This is an optimization exercise on Yosys and OpenROAD, whose aim is a short achievable clock period and few clock cycles per item, not a production implementation. Function was not checked in any run shown here: the RTL went through the layout flow alone. Power figures rest on the tool's default switching activity, not on a simulated workload.

**config.mk**
```make
export PLATFORM = sky130hd
export DESIGN_NAME = ep_top
export DESIGN_NICKNAME = ep_top
export VERILOG_FILES = /design/flow/design.v
export SDC_FILE = /design/flow/constraint.sdc
export NUM_CORES = 4
export LEC_CHECK = 0
export ABC_CLOCK_PERIOD_IN_PS = 1800
export CAP_MARGIN = 20
export CORE_MARGIN = 2
export CORE_UTILIZATION = 65
export SETUP_SLACK_MARGIN = 2.2
export SLEW_MARGIN = 20
```
**run.sh**
```bash
#!/bin/bash
# synth_recipe.tcl (not shown) runs the flow's synth.tcl, then flattens the netlist and writes it again
# the make line also repeats each setting of config.mk as NAME=value (left out here)
make -C /OpenROAD-flow-scripts/flow DESIGN_CONFIG=/design/flow/config.mk WORK_HOME=/design/flow/orfs CLKGATE_MAP_FILE= SYNTH_SCRIPT=/design/flow/synth_recipe.tcl finish
```
**constraint.sdc**
```tcl
create_clock -name core_clock -period 4.0 [get_ports {clk}]
set_input_delay 0.8000 -clock core_clock [delete_from_list [all_inputs] [get_ports {clk}]]
set_output_delay 0.8000 -clock core_clock [all_outputs]
set_load 0.01 [all_outputs]
```
**design.v**
```verilog
`default_nettype none
package ep_pkg;
    localparam int DATA_W     = 32;     
    localparam int REG_ADDR_W = 5;      
    localparam int NUM_REGS   = 1 << REG_ADDR_W;
    localparam logic [6:0] FMT_TYPE_MRD32 = 7'b00_00000;   
    localparam logic [6:0] FMT_TYPE_MWR32 = 7'b10_00000;   
    localparam logic [6:0] FMT_TYPE_CPLD  = 7'b10_01010;   
    localparam logic [DATA_W-1:0] ID_REG_VALUE = 32'hE9D0_0001;
    typedef logic [DATA_W-1:0]     tlp_dw_t;
    typedef logic [REG_ADDR_W-1:0] reg_addr_t;
    typedef logic [3:0]            byte_en_t;    
    typedef logic [15:0]           req_id_t;     
endpackage
`default_nettype wire
`default_nettype none
import ep_pkg::*;
module ep_rx_engine (
    input  logic         clk,
    input  logic         rst_n,
    input  logic [31:0]  trn_rd_i,
    input  logic         trn_rsof_n_i,
    input  logic         trn_reof_n_i,
    input  logic         trn_rsrc_rdy_n_i,
    output logic         trn_rdst_rdy_n_o,
    input  logic         stall_i,           
    output logic         rd_go_o,
    output logic [2:0]   rd_tc_o,
    output logic [1:0]   rd_attr_o,
    output logic [15:0]  rd_rid_o,
    output logic [7:0]   rd_tag_o,
    output logic [3:0]   rd_be_o,
    output logic [4:0]   rd_addr_o,
    output logic [NUM_REGS-1:0] rd_sel_o,   
    output logic         wr_en_o,
    output logic [NUM_REGS-1:0] wr_sel_o,   
    output logic [3:0]   wr_be_o,
    output logic [31:0]  wr_data_o          
);
    typedef enum logic [2:0] {
        RX_DW0,      
        RX_DW1,      
        RX_DW2,      
        RX_DATA,     
        RX_SKIP      
    } rx_state_e;
    logic [31:0] in_d;
    logic        in_v;
    logic        in_sof;
    logic        in_eof;
    logic        in_mrd;
    logic        in_mwr;
    logic        rdst_n_q;
    always_ff @(posedge clk) begin
        in_d   <= trn_rd_i;
        in_sof <= !trn_rsof_n_i;
        in_eof <= !trn_reof_n_i;
        in_mrd <= (trn_rd_i[30:24] == FMT_TYPE_MRD32) && (trn_rd_i[9:0] == 10'd1);
        in_mwr <= (trn_rd_i[30:24] == FMT_TYPE_MWR32) && (trn_rd_i[9:0] == 10'd1);
        in_v   <= rst_n && !trn_rsrc_rdy_n_i && !rdst_n_q;
    end
    always_ff @(posedge clk) begin
        if (!rst_n)
            rdst_n_q <= 1'b0;
        else
            rdst_n_q <= stall_i;
    end
    assign trn_rdst_rdy_n_o = rdst_n_q;
    rx_state_e  state;
    logic       is_wr_q;
    logic       rd_go_q;
    logic [2:0]  tc_q;
    logic [1:0]  attr_q;
    logic [15:0] rid_q;
    logic [7:0]  tag_q;
    logic [3:0]  be_q;
    logic [4:0]  addr_q;
    logic [NUM_REGS-1:0] rsel_q;
    logic [NUM_REGS-1:0] wsel_q;
    always_ff @(posedge clk) begin
        if (!rst_n) begin
            state   <= RX_DW0;
            is_wr_q <= 1'b0;
            rd_go_q <= 1'b0;
        end else begin
            rd_go_q <= 1'b0;
            if (in_v) begin
                case (state)
                    RX_DW0: begin
                        if (in_sof && !in_eof) begin
                            if (in_mrd) begin
                                is_wr_q <= 1'b0;
                                state   <= RX_DW1;
                            end else if (in_mwr) begin
                                is_wr_q <= 1'b1;
                                state   <= RX_DW1;
                            end else begin
                                state <= RX_SKIP;
                            end
                        end
                    end
                    RX_DW1: state <= in_eof ? RX_DW0 : RX_DW2;
                    RX_DW2: begin
                        if (in_eof) begin
                            state <= RX_DW0;
                            if (!is_wr_q)
                                rd_go_q <= 1'b1;         
                        end else begin
                            state <= is_wr_q ? RX_DATA : RX_SKIP;
                        end
                    end
                    RX_DATA: state <= in_eof ? RX_DW0 : RX_SKIP;
                    RX_SKIP: if (in_eof) state <= RX_DW0;
                    default: state <= RX_DW0;
                endcase
            end
        end
    end
    always_ff @(posedge clk) begin
        if (in_v) begin
            case (state)
                RX_DW0: begin
                    tc_q   <= in_d[22:20];
                    attr_q <= in_d[13:12];
                end
                RX_DW1: begin
                    rid_q <= in_d[31:16];
                    tag_q <= in_d[15:8];
                    be_q  <= in_d[3:0];      
                end
                RX_DW2: begin
                    addr_q <= in_d[REG_ADDR_W+1:2];
                    for (int i = 0; i < NUM_REGS; i++) begin
                        rsel_q[i] <= (in_d[REG_ADDR_W+1:2] == i);
                        wsel_q[i] <= (in_d[REG_ADDR_W+1:2] == i) && (i != 0);
                    end
                end
                default: ;
            endcase
        end
    end
    assign rd_go_o   = rd_go_q;
    assign rd_tc_o   = tc_q;
    assign rd_attr_o = attr_q;
    assign rd_rid_o  = rid_q;
    assign rd_tag_o  = tag_q;
    assign rd_be_o   = be_q;
    assign rd_addr_o = addr_q;
    assign rd_sel_o  = rsel_q;
    assign wr_en_o   = in_v && (state == RX_DATA);
    assign wr_sel_o  = wsel_q;
    assign wr_be_o   = be_q;
    assign wr_data_o = {in_d[7:0], in_d[15:8], in_d[23:16], in_d[31:24]};
endmodule
`default_nettype wire
`default_nettype none
import ep_pkg::*;
module ep_mem_access (
    input  logic                clk,
    input  logic                rst_n,
    input  logic                wr_en_i,
    input  logic [NUM_REGS-1:0] wr_sel_i,     
    input  logic [3:0]          wr_be_i,
    input  logic [31:0]         wr_data_i,    
    input  logic [NUM_REGS-1:0] rd_sel_i,     
    output logic [31:0]         rd_data_o
);
    logic [31:0] regs [1:NUM_REGS-1];
    logic [31:0] words [NUM_REGS];
    logic        rst_q;
    always_ff @(posedge clk)
        rst_q <= rst_n;
    always_ff @(posedge clk) begin
        for (int i = 1; i < NUM_REGS; i++) begin
            for (int b = 0; b < 4; b++) begin
                if (!rst_q)
                    regs[i][8*b +: 8] <= '0;
                else if (wr_en_i && wr_sel_i[i] && wr_be_i[b])
                    regs[i][8*b +: 8] <= wr_data_i[8*b +: 8];
            end
        end
    end
    always_comb begin
        words[0] = ID_REG_VALUE;
        for (int i = 1; i < NUM_REGS; i++)
            words[i] = regs[i];
    end
    always_comb begin
        rd_data_o = '0;
        for (int i = 0; i < NUM_REGS; i++)
            rd_data_o = rd_data_o | (words[i] & {32{rd_sel_i[i]}});
    end
endmodule
`default_nettype wire
`default_nettype none
import ep_pkg::*;
module ep_tx_engine (
    input  logic         clk,
    input  logic         rst_n,
    output logic [31:0]  trn_td_o,
    output logic         trn_tsof_n_o,
    output logic         trn_teof_n_o,
    output logic         trn_tsrc_rdy_n_o,
    input  logic         trn_tdst_rdy_n_i,
    input  logic [15:0]  cfg_completer_id_i,
    input  logic         rd_go_i,
    input  logic [2:0]   rd_tc_i,
    input  logic [1:0]   rd_attr_i,
    input  logic [15:0]  rd_rid_i,
    input  logic [7:0]   rd_tag_i,
    input  logic [3:0]   rd_be_i,
    input  logic [4:0]   rd_addr_i,
    output logic         stall_o,
    input  logic [31:0]  rd_data_i
);
    localparam int QD       = 4;     
    localparam int QW       = 2;
    localparam int STALL_AT = 3;     
    localparam int EW       = 71;    
    logic [1:0]  lo_idx;
    logic [1:0]  hi_idx;
    logic [2:0]  byte_cnt;
    logic [6:0]  lower_addr;
    logic [31:0] masked;
    always_comb begin
        casez (rd_be_i)
            4'b???1: lo_idx = 2'd0;
            4'b??10: lo_idx = 2'd1;
            4'b?100: lo_idx = 2'd2;
            4'b1000: lo_idx = 2'd3;
            default: lo_idx = 2'd0;
        endcase
        casez (rd_be_i)
            4'b1???: hi_idx = 2'd3;
            4'b01??: hi_idx = 2'd2;
            4'b001?: hi_idx = 2'd1;
            default: hi_idx = 2'd0;
        endcase
    end
    assign byte_cnt   = (rd_be_i == 4'b0000) ? 3'd1 :
                        {1'b0, hi_idx} - {1'b0, lo_idx} + 3'd1;
    assign lower_addr = {rd_addr_i, 2'b00} + {5'd0, lo_idx};
    assign masked     = rd_data_i & {{8{rd_be_i[3]}}, {8{rd_be_i[2]}},
                                     {8{rd_be_i[1]}}, {8{rd_be_i[0]}}};
    logic [EW-1:0] q_mem [QD];
    logic [QW:0]   wptr;
    logic [QW:0]   rptr;
    logic [QW:0]   credits;
    logic [QW:0]   credits_nxt;
    logic          head_v;
    logic [EW-1:0] head;
    logic          pop;
    assign head_v      = (wptr != rptr);
    assign head        = q_mem[rptr[QW-1:0]];
    assign credits_nxt = credits + {{QW{1'b0}}, rd_go_i} - {{QW{1'b0}}, pop};
    assign stall_o     = (credits_nxt >= STALL_AT);    
    always_ff @(posedge clk) begin
        if (rd_go_i)
            q_mem[wptr[QW-1:0]] <= {rd_tc_i, rd_attr_i, byte_cnt, rd_rid_i, rd_tag_i, lower_addr,
                                    masked[7:0], masked[15:8], masked[23:16], masked[31:24]};
    end
    always_ff @(posedge clk) begin
        if (!rst_n) begin
            wptr    <= '0;
            rptr    <= '0;
            credits <= '0;
        end else begin
            if (rd_go_i)
                wptr <= wptr + 1'b1;
            if (pop)
                rptr <= rptr + 1'b1;
            credits <= credits_nxt;
        end
    end
    logic [65:0] cur;         
    logic [1:0]  idx;
    logic        mid;
    logic        adv;
    logic [31:0] head_beat0;
    logic [31:0] cur_beat;
    logic [31:0] td_nxt;
    logic [31:0] td_hold;     
    assign mid = !trn_tsrc_rdy_n_o && trn_teof_n_o;
    assign adv = trn_tsrc_rdy_n_o || !trn_tdst_rdy_n_i;
    assign pop = adv && !mid && head_v;
    assign head_beat0 = {1'b0, FMT_TYPE_CPLD, 1'b0, head[70:68], 4'b0000,
                         1'b0, 1'b0, head[67:66], 2'b00, 10'd1};
    always_comb begin
        case (idx)
            2'd1:    cur_beat = {cfg_completer_id_i, 3'b000, 1'b0, 9'd0, cur[65:63]};  
            2'd2:    cur_beat = {cur[62:39], 1'b0, cur[38:32]};
            default: cur_beat = cur[31:0];
        endcase
    end
    assign td_nxt = mid ? cur_beat : head_beat0;
    always_ff @(posedge clk) begin
        if (!rst_n) begin
            trn_tsrc_rdy_n_o <= 1'b1;
            trn_tsof_n_o     <= 1'b1;
            trn_teof_n_o     <= 1'b1;
            idx              <= 2'd1;
        end else if (adv) begin
            if (mid) begin
                trn_tsof_n_o <= 1'b1;
                trn_teof_n_o <= (idx != 2'd3);
                idx          <= idx + 2'd1;
            end else if (head_v) begin
                trn_tsrc_rdy_n_o <= 1'b0;
                trn_tsof_n_o     <= 1'b0;
                trn_teof_n_o     <= 1'b1;
                idx              <= 2'd1;
            end else begin
                trn_tsrc_rdy_n_o <= 1'b1;
                trn_tsof_n_o     <= 1'b1;
                trn_teof_n_o     <= 1'b1;
            end
        end
    end
    always_ff @(posedge clk) begin
        trn_td_o <= adv ? td_nxt : td_hold;
        td_hold  <= adv ? td_nxt : td_hold;
        if (!mid)
            cur <= head[65:0];
    end
endmodule
`default_nettype wire
`default_nettype none
import ep_pkg::*;
module ep_top (
    input  logic    clk,
    input  logic    rst_n,
    input  logic [31:0] trn_rd_i,
    input  logic    trn_rsof_n_i,
    input  logic    trn_reof_n_i,
    input  logic    trn_rsrc_rdy_n_i,
    output logic         trn_rdst_rdy_n_o,
    output logic [31:0]      trn_td_o,
    output logic         trn_tsof_n_o,
    output logic         trn_teof_n_o,
    output logic         trn_tsrc_rdy_n_o,
    input  logic    trn_tdst_rdy_n_i,
    input  logic [15:0] cfg_completer_id_i
);
    logic                  stall;
    logic                  rd_go;
    logic [2:0]            rd_tc;
    logic [1:0]            rd_attr;
    logic [15:0]           rd_rid;
    logic [7:0]            rd_tag;
    logic [3:0]            rd_be;
    logic [4:0]            rd_addr;
    logic [NUM_REGS-1:0]   rd_sel;
    logic                  wr_en;
    logic [NUM_REGS-1:0]   wr_sel;
    logic [3:0]            wr_be;
    logic [31:0]           wr_data;
    logic [31:0]           rd_data;
    ep_rx_engine i_rx (
        .clk              (clk),
        .rst_n            (rst_n),
        .trn_rd_i         (trn_rd_i),
        .trn_rsof_n_i     (trn_rsof_n_i),
        .trn_reof_n_i     (trn_reof_n_i),
        .trn_rsrc_rdy_n_i (trn_rsrc_rdy_n_i),
        .trn_rdst_rdy_n_o (trn_rdst_rdy_n_o),
        .stall_i          (stall),
        .rd_go_o          (rd_go),
        .rd_tc_o          (rd_tc),
        .rd_attr_o        (rd_attr),
        .rd_rid_o         (rd_rid),
        .rd_tag_o         (rd_tag),
        .rd_be_o          (rd_be),
        .rd_addr_o        (rd_addr),
        .rd_sel_o         (rd_sel),
        .wr_en_o          (wr_en),
        .wr_sel_o         (wr_sel),
        .wr_be_o          (wr_be),
        .wr_data_o        (wr_data)
    );
    ep_mem_access i_mem (
        .clk       (clk),
        .rst_n     (rst_n),
        .wr_en_i   (wr_en),
        .wr_sel_i  (wr_sel),
        .wr_be_i   (wr_be),
        .wr_data_i (wr_data),
        .rd_sel_i  (rd_sel),
        .rd_data_o (rd_data)
    );
    ep_tx_engine i_tx (
        .clk                (clk),
        .rst_n              (rst_n),
        .trn_td_o           (trn_td_o),
        .trn_tsof_n_o       (trn_tsof_n_o),
        .trn_teof_n_o       (trn_teof_n_o),
        .trn_tsrc_rdy_n_o   (trn_tsrc_rdy_n_o),
        .trn_tdst_rdy_n_i   (trn_tdst_rdy_n_i),
        .cfg_completer_id_i (cfg_completer_id_i),
        .rd_go_i            (rd_go),
        .rd_tc_i            (rd_tc),
        .rd_attr_i          (rd_attr),
        .rd_rid_i           (rd_rid),
        .rd_tag_i           (rd_tag),
        .rd_be_i            (rd_be),
        .rd_addr_i          (rd_addr),
        .stall_o            (stall),
        .rd_data_i          (rd_data)
    );
endmodule
`default_nettype wire
```
==> results of run 1 <==
## final cells by class
cell class	instances	area [um^2]	area share, %
Antenna cell	2	5.00	0.00662
Clock buffer	225	4450	5.89
Clock inverter	42	514	0.680
Inverter	20	118	0.156
Multi-Input combinational cell	3078	27700	36.7
Sequential cell	1504	34700	45.9
Tap cell	1265	1580	2.09
Timing Repair Buffer	558	6500	8.60
Timing Repair inverter	1	7.51	0.00993
## what timing repair did
action | in CTS | in global routing
setup buffers | 225 | 62
pin swaps | 147 | 122
hold endpoints to repair | 0 | 0
cloned | 26 | 3
endpoints found under the setup margin | 1553 | 1271
resized for setup | 522 | 148
## per-stage QoR
stage / setup slack [ns] / cell area, um^2 / power [mW] / std cells
after floorplan: 1.48 / 62600 / 18.0 / 5006
after global routing: 1.42 / 75600 / 34.1 / 6693
after global placement: 0.777 / 64700 / 18.8 / 6108
after CTS: 1.55 / 74200 / 33.2 / 6628
final: 1.46 / 75600 / 33.4 / 6695
after detailed placement: 0.776 / 64700 / 18.9 / 6110
## state kept, by name, indices dropped and copies added, names as in the netlist, 4 cells and up, named ones only
register	flops
i_rx.addr_q	5
i_rx.rid_q	16
i_mem.regs	992
i_rx.in_d	32
i_tx.td_hold	32
i_tx.q_mem	284
i_rx.be_q	4
i_tx.cur	66
i_rx.tag_q	8
i_rx.rsel_q	32
## routing by layer
layer,share of wire [%],global-route usage (%),vias to the layer above
li1,-,-,18900
met1,39,53.4,21600
met2,46,63.8,2378
met3,9.6,7.90,600
met4,5.2,19.3,2
met5,0.0079,0,-
## worst reg2reg max path: cells and delay by family (launching register included)
kind                      cells  cell delay (ns)
AOI/OAI and AO/OA             2             0.62
buffers and inverters        10             1.22
DFF                           1             0.36
xor gates and xnor gates      1             0.20
## cell usage in the layout (no fill, tap or decap), types with 8 or more instances in the layout
cell,n
a22o_1,114
clkbuf_8,24
o31a_4,14
mux2i_1,987
dfxtp_4,11
nand3_1,16
a221oi_2,83
buf_16,21
buf_12,94
nor2_1,91
a221oi_4,13
bufinv_16,13
buf_2,33
a21oi_1,42
edfxtp_1,452
nor2b_1,994
clkdlybuf4s50_1,53
dfxtp_1,1033
a222oi_1,23
clkinv_2,19
buf_8,20
nand2_1,28
nand4_1,81
buf_6,90
clkbuf_1,42
o31a_1,17
nand3_4,124
a221oi_1,22
dfxtp_2,8
o21ai_0,9
inv_1,14
a22oi_2,24
a22oi_1,217
clkbuf_16,161
buf_4,239
mux4_2,71
## power breakdown
group          internal (mW)  switching, mW  total, mW
Clock                   8.44           5.98       14.4
Combinational           1.18           1.44       2.62
Sequential              16.1          0.217       16.3
## cells by family after synthesis
group	share of synthesized area (%)
flops	55.6
simple gates	14.9
mux	18.5
compound gates	7.63
buf+inv	2.95
fa+ha+maj	0.293
xor+xnor	0.127
## worst max path at each step
stage | startpoint | to
4_1_cts | i_tx.rptr[0]$_SDFFE_PN0P_ | i_rx.rdst_n_q$_SDFF_PN0_
3_5_place_dp | trn_tdst_rdy_n_i | i_rx.rdst_n_q$_SDFF_PN0_
3_3_place_gp | trn_tdst_rdy_n_i | i_rx.rdst_n_q$_SDFF_PN0_
2_1_floorplan | trn_tdst_rdy_n_i | i_rx.rdst_n_q$_SDFF_PN0_
5_1_grt | i_tx.wptr[2]$_SDFFE_PN0P_ | i_tx.trn_tsof_n_o$_SDFFE_PN1N_
6_report | i_tx.wptr[2]$_SDFFE_PN0P_ | i_tx.trn_tsof_n_o$_SDFFE_PN1N_
==> results.cfg, run 1 <==
[floorplan]
rows = 113
start_util_pct = 65.6
die-area_um2 = 98400
fp.coreArea_um2 = 95000
io_pins = 90
die_h_um = 314
die_w_um = 314

[clocking]
tritoncts = yes
cts_sinks = 1504
path_clk_slew_ns = 0.06
insertion_delay_ns = 0.77
numCtsBuffers = 152
clockBufferDepth = 3
hold_buffers = 0
cts_root_buf = clkbuf_16
cts-htree-levels = 4

[worst_hold_path]
hp-start = i_rx.rdst_n_q$_SDFF_PN0_
hold_path_class = reg2reg
hold_depth = 1
hold_end = i_rx.in_v$_DFF_P_

[setup_path]
cp_top_family = buffers and inverters
worstSetupEndpointType = flip-flop
path_cells = xor2_4 -> o31ai_4 -> inv_2 -> buf_4 -> buf_4 -> buf_4 -> buf_4 -> buf_4 -> buf_4 -> buf_4 -> buf_4 -> buf_6 -> o21ai_0
worst-r2r-setup-slack_ns = 1.46
worstReg2RegStart = i_tx.wptr[2]$_SDFFE_PN0P_
setup.worst_path.start_class = flip-flop
path_depth = 13
worstPathRequired_ns = 4.63
rr_endpoint = i_tx.trn_tsof_n_o$_SDFFE_PN1N_
critical-path-slowest-cell = dfxtp_4
crit_type = reg2reg
cp.arrival_ns = 3.17
critical_path.max_fanout = 3
critical_path.most_common_cell = buf_4
cp_num_buf_inv = 10
max_stage_delay_ns = 0.36
ff2ff_path_depth = 13

[global_routing]
grt_remaining_overflow = 0
grt_pass1_vias = 42700
grt_usage_pct = 40.2
antenna_found_initial = 9
grt_max_degree = 210
grt_pass1_wl_um = 291000

[yosys]
synth_edf_count = 452
synth_common_cells = 1052 x dfxtp_1, 997 x nor2b_1, 993 x mux2i_1
synth_seq_cells = 1504
synth_most_common_cell = dfxtp_1
synth_flop_cell = dfxtp_1
synth.top_cell.area_share_pct = 33.8
synth_seq_area_share_pct = 55.6
synthDistinctLibCells = 51
synthArstFlopShare_pct = 0
netlist_instances = 5006
synth.top_cells.by_area = dfxtp_1 34%, edfxtp_1 22%, mux2i_1 16%
syn-num-nets = 5074
avgSynthCellArea_um2 = 12.4
ys_warn_count = 5
syn_area_um2 = 62300
yosysTopAreaCell = dfxtp_1

[sta]
layout_min_cycle_time_ns = 2.54
hold_viol = 0
fmax_mhz = 394
rsz0062_at_grt = yes
period_share_pct = 63.5
slew_headroom_pct = 27.6
tns_ns = 0
setup_violations = 0
finalHoldWorstSlack_ns = 0.432
slew_violations = 0
fin_skew_ns = 0.0284
worstMarginPinSlew_ns = 1.09

[placed_design]
dpl.hpwl_um = 110000
place_congestion = 0.854
io_buffer_count = 89

[run]
max_cap_violations = 0

[route]
routed_wl_um = 203000
drtAntennaViolNets = 0
drt_pass1_iterations = 8
drtIter0Drc = 5072
dr_total_vias = 43500
vias_per_cell = 6.49
post_drt_wl_per_cell_um = 30.4
drc = 0

[power]
peakVddDrop_mv = 0.488
power.density_nw_per_um2 = 442
p_leak_nw = 32.3

[finish]
fill_cells = 5606
final_util_pct = 79.6
nNetsFinal = 5383
drive_gt1_share_pct = 20.9
syn2layout_area_growth_pct = 21.3

[run_status]
outcome = complete, no violations
==> inputs of run 2 (changes only) <==
--- a/design.v
+++ b/design.v
@@ -251,7 +251,8 @@
     logic [EW-1:0] head;
     logic          pop;
+    logic          pop_q;     
     assign head_v      = (wptr != rptr);
     assign head        = q_mem[rptr[QW-1:0]];
-    assign credits_nxt = credits + {{QW{1'b0}}, rd_go_i} - {{QW{1'b0}}, pop};
+    assign credits_nxt = credits + {{QW{1'b0}}, rd_go_i} - {{QW{1'b0}}, pop_q};
     assign stall_o     = (credits_nxt >= STALL_AT);    
     always_ff @(posedge clk) begin
@@ -265,5 +266,7 @@
             rptr    <= '0;
             credits <= '0;
+            pop_q   <= 1'b0;
         end else begin
+            pop_q   <= pop;
             if (rd_go_i)
                 wptr <= wptr + 1'b1;
@@ -319,5 +322,5 @@
     always_ff @(posedge clk) begin
         trn_td_o <= adv ? td_nxt : td_hold;
-        td_hold  <= adv ? td_nxt : td_hold;
+        td_hold  <= adv ? td_nxt : trn_td_o;
         if (!mid)
             cur <= head[65:0];
--- a/config.mk
+++ b/config.mk
@@ -9,5 +9,5 @@
 export CAP_MARGIN = 20
 export CORE_MARGIN = 2
-export CORE_UTILIZATION = 65
+export CORE_UTILIZATION = 40
 export SETUP_SLACK_MARGIN = 2.2
 export SLEW_MARGIN = 20
==> results.cfg, run 2 <==
[clocking]
clockBufferDepth = 3
tritoncts = yes
hold_buffers = 0
insertion_delay_ns = 0.82
path_clk_slew_ns = 0.06
cts-htree-levels = 4
numCtsBuffers = 163
cts_root_buf = clkbuf_16
cts_sinks = 1537

[yosys]
netlist_instances = 5082
syn_area_um2 = 63200
synthArstFlopShare_pct = 0
syn-num-nets = 5150
ys_warn_count = 5
synth_compound_area_share_pct = 8.27
synth_seq_cells = 1537
avgSynthCellArea_um2 = 12.4
synth_common_cells = 1117 x dfxtp_1, 1011 x nor2b_1, 993 x mux2i_1
synth.top_cell.area_share_pct = 35.4
synth_edf_count = 420
yosysTopAreaCell = dfxtp_1
synth_flop_cell = dfxtp_1
synthXorXnorAreaFrac_pct = 0.125
synthSimpleGateAreaFrac_pct = 14.8
synthDistinctLibCells = 55
synth_seq_area_share_pct = 55.4
synth_most_common_cell = dfxtp_1
synth.top_cells.by_area = dfxtp_1 35%, edfxtp_1 20%, mux2i_1 16%
synth_fa_ha_area_share_pct = 0.289
synth_top_family_by_area = multiplexers
synth_mux_area_share_pct = 18.3

[power]
power.density_nw_per_um2 = 435
p_comb_share_pct = 6.9
switching_share_pct = 23.1
p_sw_mw = 7.93
clockPowerShare_pct = 45.0
p_int_mw = 26.5
peakVddDrop_mv = 0.360
p_leak_nw = 33.5
power.total_mw = 34.4
seq_power_share_pct = 48.2

[setup_path]
critical-path-slowest-cell = o31a_1
setup.worst_path.start_class = flip-flop
critical_path.max_fanout = 16
max_stage_delay_ns = 0.45
worstSetupEndpointType = flip-flop
cp.arrival_ns = 2.82
crit_type = reg2reg
worst-r2r-setup-slack_ns = 1.69
worstPathRequired_ns = 4.52
path_cells = buf_4 -> buf_8 -> a222oi_1 -> nand4_1 -> o31a_1
ff2ff_path_depth = 5

[worst_hold_path]
hold_depth = 1
hold_path_class = reg2reg

[placed_design]
io_buffer_count = 89
place_congestion = 0.838
dpl.hpwl_um = 121000

[finish]
largest_reg_flops = 992
nNetsFinal = 5515
syn2layout_area_growth_pct = 25.2
largest-register = i_mem.regs
final_common_cell = dfxtp_1
final_cell_mix = 1069 x dfxtp_1, 1008 x nor2b_1, 985 x mux2i_1
drive_gt1_share_pct = 22.5

[global_routing]
grt_pass1_vias = 41900
grt_remaining_overflow = 0
antenna_found_initial = 5
grt_pass1_wl_um = 302000
grt_usage_pct = 25.3
grt_max_degree = 144

[sta]
rsz0062_at_grt = yes
setup_violations = 0
fmax_mhz = 434
tns_ns = 0
layout_min_cycle_time_ns = 2.31
slew_violations = 0
hold_viol = 0
worstMarginPinSlew_ns = 0.956
slew_headroom_pct = 35.7
period_share_pct = 57.6
fin_skew_ns = 0.0300

[floorplan]
die_h_um = 401
die_w_um = 401
fp.coreArea_um2 = 157000
start_util_pct = 40.4
io_pins = 90
rows = 145
die-area_um2 = 161000

[route]
drt_pass1_iterations = 6
drtIter0Drc = 3991
post_drt_wl_per_cell_um = 27.5
dr_total_vias = 43000
vias_per_cell = 5.62
drc = 0
routed_wl_um = 210000
drtAntennaViolNets = 0

[run]
max_cap_violations = 0

[run_status]
outcome = complete, no violations
run 2: changes by cell type in the layout (fill, tap and decap cells not counted), sizes merged, moves of 13 or more:
cell and change:
o21a +13, a221oi +24, edfxtp -32, nor2 -44, buf +48, clkbuf +18, a22oi -29, nor3 +13
clkinv +16, nor2b +15, dfxtp +65, a21o +49, a21oi -16
run 2: cell type report:
type / count / area (um^2)
Sequential cell: 1537 / 35100
Clock inverter: 61 / 734
Inverter: 18 / 68.8
Multi-Input combinational cell: 3119 / 28400
Tap cell: 2058 / 2570
Antenna cell: 1 / 2.50
Clock buffer: 244 / 4770
Fill cell: 13300 / 77500
Timing Repair Buffer: 608 / 7450
run 2: final timing paths:
path	startpoint	to
setup / recovery	i_rx.rsel_q[29]$_DFFE_PP_	i_tx.q_mem[0][17]$_DFFE_PP_
hold / removal	i_tx.td_hold[18]$_DFF_P_	i_tx.trn_td_o[18]$_DFF_P_
setup reg to reg	i_rx.rsel_q[29]$_DFFE_PP_	i_tx.q_mem[0][17]$_DFFE_PP_
hold reg to reg	i_tx.td_hold[18]$_DFF_P_	i_tx.trn_td_o[18]$_DFF_P_
run 2: timing repair:
| item | 4_1_cts | 5_1_grt |
|---|---|---|
| gates cloned | 32 | 2 |
| pin swaps | 109 | 93 |
| buffers inserted | 235 | 101 |
| endpoints found under the hold margin | 0 | 0 |
| setup endpoints to repair | 1557 | 1324 |
| gates resized for setup | 616 | 164 |
run 2: per-layer routing:
metal / GRT usage, % / up-vias / routed length (um)
li1: - / 19400 / -
met1: 35.1 / 21800 / 92200
met2: 40.3 / 1503 / 96900
met3: 3.92 / 371 / 13500
met4: 8.71 / 2 / 7180
met5: 0 / - / 13
run 2: worst max-delay path: cells and delay by family (launching register included):
kind | cells | cell delay (ns)
AO/OA/AOI/OAI | 2 | 0.87
AND/OR/NAND/NOR | 1 | 0.30
buffers and inverters | 2 | 0.37
flip-flops | 1 | 0.44
run 2: kinds of logic (layout without fill, tap and decap cells):
family	count (synthesis)	count (layout)
AND/OR/NAND/NOR	1378	1385
multiplexers	1064	1064
AO/OA/AOI/OAI	647	647
buffers and inverters	433	931
adder cells (fa/ha/maj)	14	14
XOR/XNOR	9	9
other	0	1
flip-flops	1537	1537
run 2: power by group through the flow:
stage / combinational [mW] / clock, mW / sequential (mW)
finish: 2.36 / 15.5 / 16.6
global route: 2.51 / 16.3 / 16.6
CTS: 2.25 / 15.7 / 16.6
detailed placement: 1.88 / 0 / 17.0
global placement: 1.87 / 0 / 17.0
floorplan: 1.32 / 0 / 16.8
run 2: stage by stage:
stage	area [um^2]	utilization, %	worst slack [ns]	hold slack [ns]	instances
5_1_grt	79100	50.5	1.71	0.416	7645
4_1_cts	77300	49.4	1.71	0.376	7542
2_1_floorplan	63400	-	2.07	0.403	5082
3_3_place_gp	66600	42.5	1.11	0.409	6970
6_report	79100	50.5	1.69	0.423	7646
3_5_place_dp	66600	42.5	1.18	0.412	6970
==> inputs of run 3 (changes only) <==
--- a/config.mk
+++ b/config.mk
@@ -10,4 +10,5 @@
 export CORE_MARGIN = 2
 export CORE_UTILIZATION = 40
-export SETUP_SLACK_MARGIN = 2.2
+export SETUP_SLACK_MARGIN = 2.0
 export SLEW_MARGIN = 20
+export TNS_END_PERCENT = 10
==> results.cfg, run 3 <==
[run_status]
outcome = complete, no violations

[setup_path]
critical-path-slowest-cell = a222oi_1
path_cells = buf_12 -> buf_12 -> a222oi_1 -> nand4_1 -> o31a_1
max_stage_delay_ns = 0.61
critical_path.max_fanout = 4
worstPathRequired_ns = 4.53
cp.arrival_ns = 2.87
crit_type = reg2reg
worstSetupEndpointType = flip-flop
critical_path.most_common_cell = buf_12
setup.worst_path.start_class = flip-flop

[clocking]
numCtsBuffers = 161
insertion_delay_ns = 0.82
cts-htree-levels = 4
tritoncts = yes
cts_root_buf = clkbuf_16
hold_buffers = 0
cts_sinks = 1537
clockBufferDepth = 3
path_clk_slew_ns = 0.06

[route]
routed_wl_um = 201000
top_layer = met5
drtAntennaViolNets = 0
vias_per_cell = 5.60
drtIter0Drc = 4192
dr_total_vias = 41600
drc = 0
met1_length_um = 89100
met2_length_um = 90800
post_drt_wl_per_cell_um = 27.0
met3_length_um = 13800
drt_pass1_iterations = 6

[sta]
slew_headroom_pct = 24.7
layout_min_cycle_time_ns = 2.34
slew_violations = 0
setup_violations = 0
fmax_mhz = 427
hold_viol = 0
rsz0062_at_grt = yes
worstMarginPinSlew_ns = 1.13
period_share_pct = 58.5
setup_ws_ns = 1.66
tns_ns = 0
fin_skew_ns = 0.0228

[global_routing]
grt_pass1_vias = 40000
grt_pass1_wl_um = 287000
grt_remaining_overflow = 0
antenna_found_initial = 6
grt_max_degree = 190
grt_usage_pct = 24.0

[yosys]
synth_common_cells = 1117 x dfxtp_1, 1011 x nor2b_1, 993 x mux2i_1
avgSynthCellArea_um2 = 12.4
synth_seq_area_share_pct = 55.4
syn-num-nets = 5150
yosysTopAreaCell = dfxtp_1
synth_edf_count = 420
ys_warn_count = 5
synth.top_cell.area_share_pct = 35.4
synthDistinctLibCells = 55
synthSimpleGateAreaFrac_pct = 14.8
synth.top_cells.by_area = dfxtp_1 35%, edfxtp_1 20%, mux2i_1 16%
synthArstFlopShare_pct = 0
synth_seq_cells = 1537
synth_mux_area_share_pct = 18.3
synth_most_common_cell = dfxtp_1
netlist_instances = 5082
synth_flop_cell = dfxtp_1
synth_compound_area_share_pct = 8.27
synth_top_family_by_area = multiplexers
synthXorXnorAreaFrac_pct = 0.125
synth_fa_ha_area_share_pct = 0.289
syn_area_um2 = 63200

[finish]
final_cell_mix = 1089 x dfxtp_1, 1009 x nor2b_1, 993 x mux2i_1
nNetsFinal = 5310
fill_cells = 13700
largest_reg_flops = 992
multi_input_area_um2 = 27900
seq_area_um2 = 35000
syn2layout_area_growth_pct = 19.2
final_util_pct = 48.1
largest-register = i_mem.regs
drive_gt1_share_pct = 17.8
final_common_cell = dfxtp_1

[worst_hold_path]
hold_path_class = in2reg

[placed_design]
pre_cts_ws_ns = 1.29
dpl.hpwl_um = 121000
place_congestion = 0.836
io_buffer_count = 89

[floorplan]
die_w_um = 401
fp.coreArea_um2 = 157000
die-area_um2 = 161000
io_pins = 90
start_util_pct = 40.4
rows = 145
die_h_um = 401

[power]
power.total_mw = 33.5
power.density_nw_per_um2 = 445
p_leak_nw = 31.7
peakVddDrop_mv = 0.337

[run]
max_cap_violations = 0
-- run 3: cell counts after synthesis --
No cell type changed its count.
-- run 3: cells by family (layout without fill, tap and decap cells) --
group,count (synthesis),in the layout
AOI/OAI and AO/OA,647,647
xor gates and xnor gates,9,9
and+or+nand+nor,1378,1378
DFF,1537,1537
adders and majority gates,14,14
buffers and inverters,433,722
other,0,2
muxes,1064,1064
-- run 3: final cells by class --
type	instances	area share, %
diodes	2	0.00664
clock buffers	243	6.27
clock inverters	49	0.703
inverters	18	0.0913
multi-input cells	3112	37.0
flip-flops and latches	1537	46.5
well taps	2058	3.42
repair buffers	412	6.02
-- run 3: worst paths after layout --
kind,from,to,slack (ns),depth (start not counted)
max,i_rx.rsel_q[21]$_DFFE_PP_,i_tx.q_mem[3][20]$_DFFE_PP_,1.66,5
min,trn_rd_i[17],i_rx.in_d[17]$_DFF_P_,0.42,1
max reg2reg,i_rx.rsel_q[21]$_DFFE_PP_,i_tx.q_mem[3][20]$_DFFE_PP_,1.66,5
min reg2reg,i_tx.td_hold[28]$_DFF_P_,i_tx.trn_td_o[28]$_DFF_P_,0.42,1
-- run 3: worst max-delay path: cells and delay by family, from the launching register on --
| family | cells | cell delay (ns) |
|---|---|---|
| AO/OA/AOI/OAI | 2 | 0.98 |
| AND/OR/NAND/NOR | 1 | 0.20 |
| buffers and inverters | 2 | 0.35 |
| flip-flops | 1 | 0.51 |
-- run 3: timing repair --
action                                   CTS  global route
endpoints found under the setup margin  1306          1185
setup buffers                            112            46
gates cloned                               5             5
pin swaps                                 58            60
gates resized for setup                  382           109
-- run 3: power breakdown --
group | internal (mW) | leakage [nW] | switching [mW]
Clock | 8.47 | 2.56 | 6.43
Combinational | 0.903 | 16.5 | 1.13
Sequential | 16.4 | 12.7 | 0.219
-- run 3: routing by layer --
layer  vias up  GRT usage, %
met5         -             0
met4         4          8.17
met3       311          5.02
met2      1431          37.5
met1     20900          33.1
li1      19000             -
-- run 3: through the flow --
step | hold slack (ns) | cell area [um^2] | instances
final | 0.422 | 75300 | 7431
after global routing | 0.401 | 75300 | 7430
after CTS | 0.376 | 74300 | 7378
after detailed placement | 0.409 | 66500 | 6969
after global placement | 0.407 | 66400 | 6968
after floorplan | 0.403 | 63200 | 5082

port drivers added, routing unchanged:
The flow's constraints put no driver on any port. The routed layouts listed below were extracted and timed again, unchanged, in two steps. Step 1, drivers: a clkbuf_16 drives clk and a buf_2 each remaining input, both assumed. Step 2, shift: input delay + t, output delay - t, t = (earliest + latest rising clock arrival at the registers) / 2. This alone moves slack from input paths to output paths. Three values: ideal ports, drivers, drivers and shift; two values: the first two.
| run | shift t [ns] | slack for setup (ns) | latest minus earliest clock arrival (ns) | worst register clock-pin slew, ns | cell pins on the clock port's net |
|---|---|---|---|---|---|
| run 1 | 0.835 | 1.459 / 1.459 / 0.720 | 0.031 / 0.030 | 0.08 / 0.08 | 1 |
| run 2 | 0.887 | 1.695 / 1.695 / 1.442 | 0.030 / 0.031 | 0.07 / 0.07 | 1 |
| run 3 | 0.885 | 1.659 / 1.659 / 1.401 | 0.029 / 0.028 | 0.07 / 0.07 | 1 |
After both steps setup and hold are still met in every run listed. The setup slack of run 1, which loses most, moves by 0.000 ns with the drivers and by -0.739 ns with both steps.
